What follows belongs to an exercise in optimizing a design on an open flow for small area, a short achievable clock period and few clock cycles per item; a production flow would make more cautious choices. Only simulation tests tie the RTL to the original design; equivalence was not proved. No activity file was given, so power comes from the tool's default toggle rates.

--- design/flow/run.sh ---
#!/bin/bash
# synth_recipe.tcl (not shown) runs the flow's synth.tcl, then flattens the netlist and writes it again
# the make line also repeats each setting of config.mk as NAME=value (left out here)
make -C /OpenROAD-flow-scripts/flow DESIGN_CONFIG=/design/flow/config.mk WORK_HOME=/design/flow/orfs CLKGATE_MAP_FILE= SYNTH_SCRIPT=/design/flow/synth_recipe.tcl finish
--- design/flow/config.mk ---
export PLATFORM = sky130hd
export DESIGN_NAME = dmem_responder
export DESIGN_NICKNAME = dmem_responder
export VERILOG_FILES = /design/flow/design.v
export SDC_FILE = /design/flow/constraint.sdc
export NUM_CORES = 4
export LEC_CHECK = 0
export CAP_MARGIN = 20
export CORE_MARGIN = 2
export CORE_UTILIZATION = 30
export PLACE_DENSITY = 0.45
export SLEW_MARGIN = 20
export SYNTH_MEMORY_MAX_BITS = 8192
--- design/flow/constraint.sdc ---
create_clock -name core_clock -period 5.0 [get_ports {clk}]
set_input_delay 1.0000 -clock core_clock [delete_from_list [all_inputs] [get_ports {clk}]]
set_output_delay 1.0000 -clock core_clock [all_outputs]
set_load 0.01 [all_outputs]
--- design/flow/design.v ---
module dmem_responder #(
    parameter int DM_ADDRESS  = 9,
    parameter int DATA_W      = 32,
    parameter int WAIT_CYCLES = 1
) (
    input  logic                  clk,
    input  logic                  reset,
    input  logic                  req_valid,
    input  logic                  req_write,
    input  logic [DM_ADDRESS-1:0] req_addr,
    input  logic [DATA_W-1:0]     req_wdata,
    input  logic [2:0]            req_funct3,
    output logic                  req_ready,
    output logic                  resp_valid,
    output logic [DATA_W-1:0]     resp_rdata,
    output logic                  resp_err,
    output logic                  busy
);
    localparam int WORDS = 2 ** (DM_ADDRESS - 2);
    typedef enum logic [1:0] {IDLE, WAIT, ACCESS} state_t;
    state_t                state_reg;
    logic [3:0]            count_reg;
    logic                  write_reg;
    logic [DM_ADDRESS-1:0] addr_reg;
    logic [DATA_W-1:0]     wdata_reg;
    logic [2:0]            funct3_reg;
    logic                  req_ready_reg;
    logic                  resp_valid_reg;
    logic [DATA_W-1:0]     resp_rdata_reg;
    logic                  resp_err_reg;
    logic                  busy_reg;
    logic [DATA_W-1:0]     mem [WORDS];
    logic [DATA_W-1:0]     word_reg;
    logic                  accept;
    logic                  is_byte;
    logic                  is_half;
    logic                  misaligned;
    logic [1:0]            lane;
    logic [3:0]            byte_en;
    logic [DATA_W-1:0]     lane_wdata;
    logic [7:0]            sel_byte;
    logic [15:0]           sel_half;
    logic [DATA_W-1:0]     load_data;
    logic                  mem_we;
    assign accept = (state_reg == IDLE) && req_valid;
    assign is_byte = (funct3_reg[1:0] == 2'b00);
    assign is_half = (funct3_reg[1:0] == 2'b01);
    assign misaligned = (is_half && addr_reg[0]) ||
                        (!is_byte && !is_half && (addr_reg[1:0] != 2'b00));
    always_comb begin
        lane       = 2'b00;
        byte_en    = 4'b1111;
        lane_wdata = wdata_reg;
        if (is_byte) begin
            lane       = addr_reg[1:0];
            byte_en    = 4'b0001 << addr_reg[1:0];
            lane_wdata = {4{wdata_reg[7:0]}};
        end else if (is_half) begin
            lane       = {addr_reg[1], 1'b0};
            byte_en    = addr_reg[1] ? 4'b1100 : 4'b0011;
            lane_wdata = {2{wdata_reg[15:0]}};
        end
    end
    always_comb begin
        sel_byte = word_reg[8*lane +: 8];
        sel_half = addr_reg[1] ? word_reg[31:16] : word_reg[15:0];
        if (is_byte) begin
            load_data = funct3_reg[2] ? {24'd0, sel_byte} : {{24{sel_byte[7]}}, sel_byte};
        end else if (is_half) begin
            load_data = funct3_reg[2] ? {16'd0, sel_half} : {{16{sel_half[15]}}, sel_half};
        end else begin
            load_data = word_reg;
        end
    end
    assign mem_we = (state_reg == ACCESS) && write_reg && !misaligned && !reset;
    always_ff @(posedge clk) begin
        if (accept) begin
            word_reg <= mem[req_addr[DM_ADDRESS-1:2]];
        end
    end
    always_ff @(posedge clk) begin
        if (mem_we) begin
            for (int i = 0; i < 4; i++) begin
                if (byte_en[i]) begin
                    mem[addr_reg[DM_ADDRESS-1:2]][8*i +: 8] <= lane_wdata[8*i +: 8];
                end
            end
        end
    end
    always_ff @(posedge clk) begin
        if (reset) begin
            state_reg      <= IDLE;
            count_reg      <= 4'd0;
            req_ready_reg  <= 1'b1;
            resp_valid_reg <= 1'b0;
            resp_rdata_reg <= '0;
            resp_err_reg   <= 1'b0;
            busy_reg       <= 1'b0;
        end else begin
            resp_valid_reg <= 1'b0;
            resp_err_reg   <= 1'b0;
            case (state_reg)
                IDLE: begin
                    if (req_valid) begin
                        write_reg     <= req_write;
                        addr_reg      <= req_addr;
                        wdata_reg     <= req_wdata;
                        funct3_reg    <= req_funct3;
                        count_reg     <= 4'(WAIT_CYCLES);
                        state_reg     <= (WAIT_CYCLES > 0) ? WAIT : ACCESS;
                        req_ready_reg <= 1'b0;
                        busy_reg      <= 1'b1;
                    end
                end
                WAIT: begin
                    count_reg <= count_reg - 4'd1;
                    if (count_reg == 4'd1) begin
                        state_reg <= ACCESS;
                    end
                end
                ACCESS: begin
                    state_reg      <= IDLE;
                    req_ready_reg  <= 1'b1;
                    busy_reg       <= 1'b0;
                    resp_valid_reg <= 1'b1;
                    resp_err_reg   <= misaligned;
                    resp_rdata_reg <= (write_reg || misaligned) ? '0 : load_data;
                end
                default: begin
                    state_reg     <= IDLE;
                    req_ready_reg <= 1'b1;
                    busy_reg      <= 1'b0;
                end
            endcase
        end
    end
    assign req_ready  = req_ready_reg;
    assign resp_valid = resp_valid_reg;
    assign resp_rdata = resp_rdata_reg;
    assign resp_err   = resp_err_reg;
    assign busy           = busy_reg;
endmodule
==> metrics.csv <==
stage,metric,value,unit
clock_network,TritonCTS clock tree,done,
global_routing,initial antenna violation count,62,
finish,fin area,0.194,sq mm
timing,post-route minimum period,3.75,ns
global_routing,total track usage,0.197,
finish,Largest register FFs,4096,
timing,Layout Skew,0.0644,ns
placement,pre-CTS setup slack,0.306,ns
min_path,worst hold path depth,2,
finish,# fillers,50800,
placement,Placed Area,0.179,sq mm
worst_setup_path,Worst Setup Path Type,in -> reg,
clock_network,CTS max path bufs,4,
synth,Post-synth EDFFs,4173,
synth,Post-Syn Instances,9476,
synth,register area share after synthesis,0.768,
floorplan,Vert. Die Dim,744,um
clock_network,H-tree level count,5,
worst_setup_path,reg2reg setup slack,1.25,ns
power_and_ir_drop,Final Total Pwr,0.0753,W
clock_network,post-CTS setup buffers,0,
power_and_ir_drop,P_leak,65.8,nW
min_path,hold_sp,resp_rdata_reg[28],
timing,Final setup viols,0,
power_and_ir_drop,Int Pwr,0.0588,W
worst_setup_path,CP startpoint kind,primary input,
placement,placed insts,17000,
timing,"Hold Vio Cnt, Final",0,
timing,Setup TNS,0,ns
clock_network,post-cts gate resize count,0,
power_and_ir_drop,power share of the clock group,0.434,
timing,Pins Over Slew Limit,0,
flow_run,max cap viols,0,
synth,syn nets,9526,
power_and_ir_drop,Seq pwr share,0.519,
finish,layout cells sized above 1,0.145,
global_routing,largest net degree at the start of global routing,129,
worst_setup_path,"Arr. time, crit path",4.66,ns
worst_setup_path,Worst Setup SP,req_addr[6],
route,wire length per cell,31.4,um
worst_setup_path,FF-to-FF Start,addr_reg[6],
status,status,no timing/DRC/antenna violations,
finish,"most common cell after layout, fill and taps aside",edfxtp_1,
min_path,Hold Path End,resp_rdata_reg[28],
synth,synthesized cell area,0.164,sq mm
synth,Mean Syn Cell Area,17.3,sq um
clock_network,Root Driver,clkbuf_16,
clock_network,clock sink count,4215,
worst_setup_path,Crit. End Element,register,
timing,Worst Slack Setup Final,1.25,ns
worst_setup_path,FF-to-FF End,mem[10][6],
worst_setup_path,Worst Reg-to-Reg Cells,4,
clock_network,cts hold-fix bufs,0,
min_path,Hold WC Path Type,reg -> reg,
timing,Relative slew margins,0.166,
power_and_ir_drop,Sw Share,0.219,
floorplan,# IOs,84,
power_and_ir_drop,NetSw,0.0165,W
synth,library cells used by synthesis,50,
synth,Ys Warns,1,
power_and_ir_drop,Pwr Density,389,mW/mm^2
worst_setup_path,Worst EP required,5.91,ns
clock_network,"CTS clk-pin slew, worst paths",0.06,ns
global_routing,vias in the first global route,89300,
timing,Final period util,0.750,
finish,most frequent cells in the layout,"edfxtp_1, mux2i_1, a22oi_1, buf_4, nor2_1",
finish,Non-Filler Instances,17900,
timing,worst slew pin tran,1.25,ns
timing,Peak Freq,267,MHz
placement,GPL Wtd Cong,0.878,
floorplan,Cell Rows,271,
floorplan,Die Area,0.553,sq mm
floorplan,Die W,744,um
global_routing,grt ovf,0,
synth,Most used DFF post-synth,edfxtp_1,
route,Vias,91600,
finish,nets,10300,
global_routing,first-pass GRT wire length,759,mm
floorplan,Initial Utilization,0.301,
placement,hpwl dp,373,mm
clock_network,worst-skew pair later-pin latency,1.07,ns
placement,IO buf count,83,
worst_setup_path,Worst Path Max Fanout,40,
synth,"Async S/R FF share, synth",0,
clock_network,cts bufs inserted,441,
route,vias per cell,5.11,
route,DR DRC count,0,
floorplan,Core ar.,0.545,sq mm
timing,RSZ-0062 raised after global routing,no,
route,DR iter-0 viols,11000,
route,Initial DRT Pass Iterations,7,
power_and_ir_drop,combinational fraction of design power,0.046,
power_and_ir_drop,Max IR drop VDD,281,uV
finish,Area growth syn-to-layout,18.0,%
synth,"FF+latch count, synth",4215,
route,final wirelength,563,mm
route,"antenna viol nets, final",0,
[worst max path at each step]
stage	to	slack (ns)	cells past startpoint
6_report	word_reg[8]	1.25	9
3_3_place_gp	word_reg[23]	0.26	8
4_1_cts	mem[14][6]	1.40	4
2_1_floorplan	mem[0][29]	0.43	2
3_5_place_dp	word_reg[8]	0.31	9
5_1_grt	mem[20][1]	1.19	4
[cell type report]
cell class	instances	area, sq um	share of cell area
multi-input combinational	4691	35900	0.185
antenna	78	195	0.00101
timing repair buffer	893	8310	0.0429
clock buffer	534	11500	0.0595
inverter	6	22.5	0.000116
sequential	4215	126000	0.651
clock inverter	273	2730	0.0141
tap	7234	9050	0.0467
[layer usage]
layer  GRT usage  wire length, um
met5     0.00814              329
met4      0.0698            20700
met3      0.0538            46800
met2       0.302           251000
met1       0.268           243000
[cells in the mapped netlist, types with 4 or more instances]
cell type | instances | area [sq um]
edfxtp_1 | 4173 | 125000
o31ai_1 | 18 | 135
nor2_1 | 556 | 2090
and4b_1 | 4 | 40.0
nand3_1 | 131 | 656
dfxtp_1 | 42 | 841
or4_1 | 33 | 248
and4bb_1 | 4 | 50.1
nand2_1 | 463 | 1740
buf_1 | 9 | 33.8
o221ai_1 | 6 | 52.6
nor4b_2 | 4 | 60.1
inv_1 | 6 | 22.5
nor4_1 | 4 | 25.0
nand2b_1 | 14 | 87.6
o22ai_1 | 14 | 87.6
mux2i_1 | 2057 | 20600
mux4_2 | 6 | 135
clkbuf_1 | 154 | 578
nor3b_1 | 4 | 30.0
nor3_1 | 137 | 686
o21ai_0 | 25 | 125
mux2_2 | 10 | 113
nand4_1 | 128 | 801
buf_2 | 398 | 1990
a21oi_1 | 147 | 736
a22oi_1 | 897 | 6730
[worst max-delay path: stages]
cell	delay, ns
clkdlybuf4s50_1	1.01
buf_4	0.27
nor4_4	0.05
buf_12	0.21
buf_12	0.21
a22oi_1	0.46
nand4_1	0.38
nor3_1	0.70
or4_1	0.20
[power groups by stage]
stage	combinational [W]	clock (W)	sequential, W
5_1_grt	0.00363	0.0347	0.0391
2_1_floorplan	0.00175	0	0.0399
3_5_place_dp	0.00347	0	0.0399
4_1_cts	0.00348	0.0334	0.0391
6_report	0.00347	0.0327	0.0391
3_3_place_gp	0.00343	0	0.0399
[stage by stage]
step / util / hold WS, ns
2_1_floorplan: - / 0.471
3_3_place_gp: 0.329 / 0.455
3_5_place_dp: 0.329 / 0.450
4_1_cts: 0.355 / 0.440
5_1_grt: 0.356 / 0.458
6_report: 0.356 / 0.476
[kinds of logic (layout without fill, tap and decap cells)]
logic type	Yosys count	count (layout)	share of synthesized area
adder cells (fa/ha/maj)	2	2	0.000152
AO/OA/AOI/OAI	1119	1119	0.0485
AND/OR/NAND/NOR	1494	1494	0.0402
multiplexers	2073	2073	0.127
XOR/XNOR	3	3	0.000160
buffers and inverters	570	1706	0.0161
other	0	78	0
flip-flops	4215	4215	0.768
Testbench counts, summed over its fixed seeds: cycles 12,008, items 4,000.

-- separate check: timing with driven ports --
The flow's constraints put no driver on any port. The routed layout listed below was extracted and timed again, unchanged, in two steps.
Step 1 sets driving cells, clkbuf_16 on the clock port and buf_2 on the other inputs (assumed; they add their load-dependent delay and slew).
Step 2 also shifts input and output timing later by t, the mid clock arrival at the registers, as if the neighbouring blocks saw the same clock.
a / b / c = ideal ports / drivers / drivers and shift; a / b = the first two.
shift t [ns]: 1.136
slack for setup (ns): 1.249 / 1.215 / 0.079
worst hold slack (ns): 0.476 / 0.433 / 0.476
slew at the worst register clock pin (ns): 0.07 / 0.07
worst slew at a driven data input, ns: 0.13
After both steps this run still meets setup and hold. For this run, drivers alone change the setup slack by -0.034 ns; drivers and shift together by -1.170 ns.
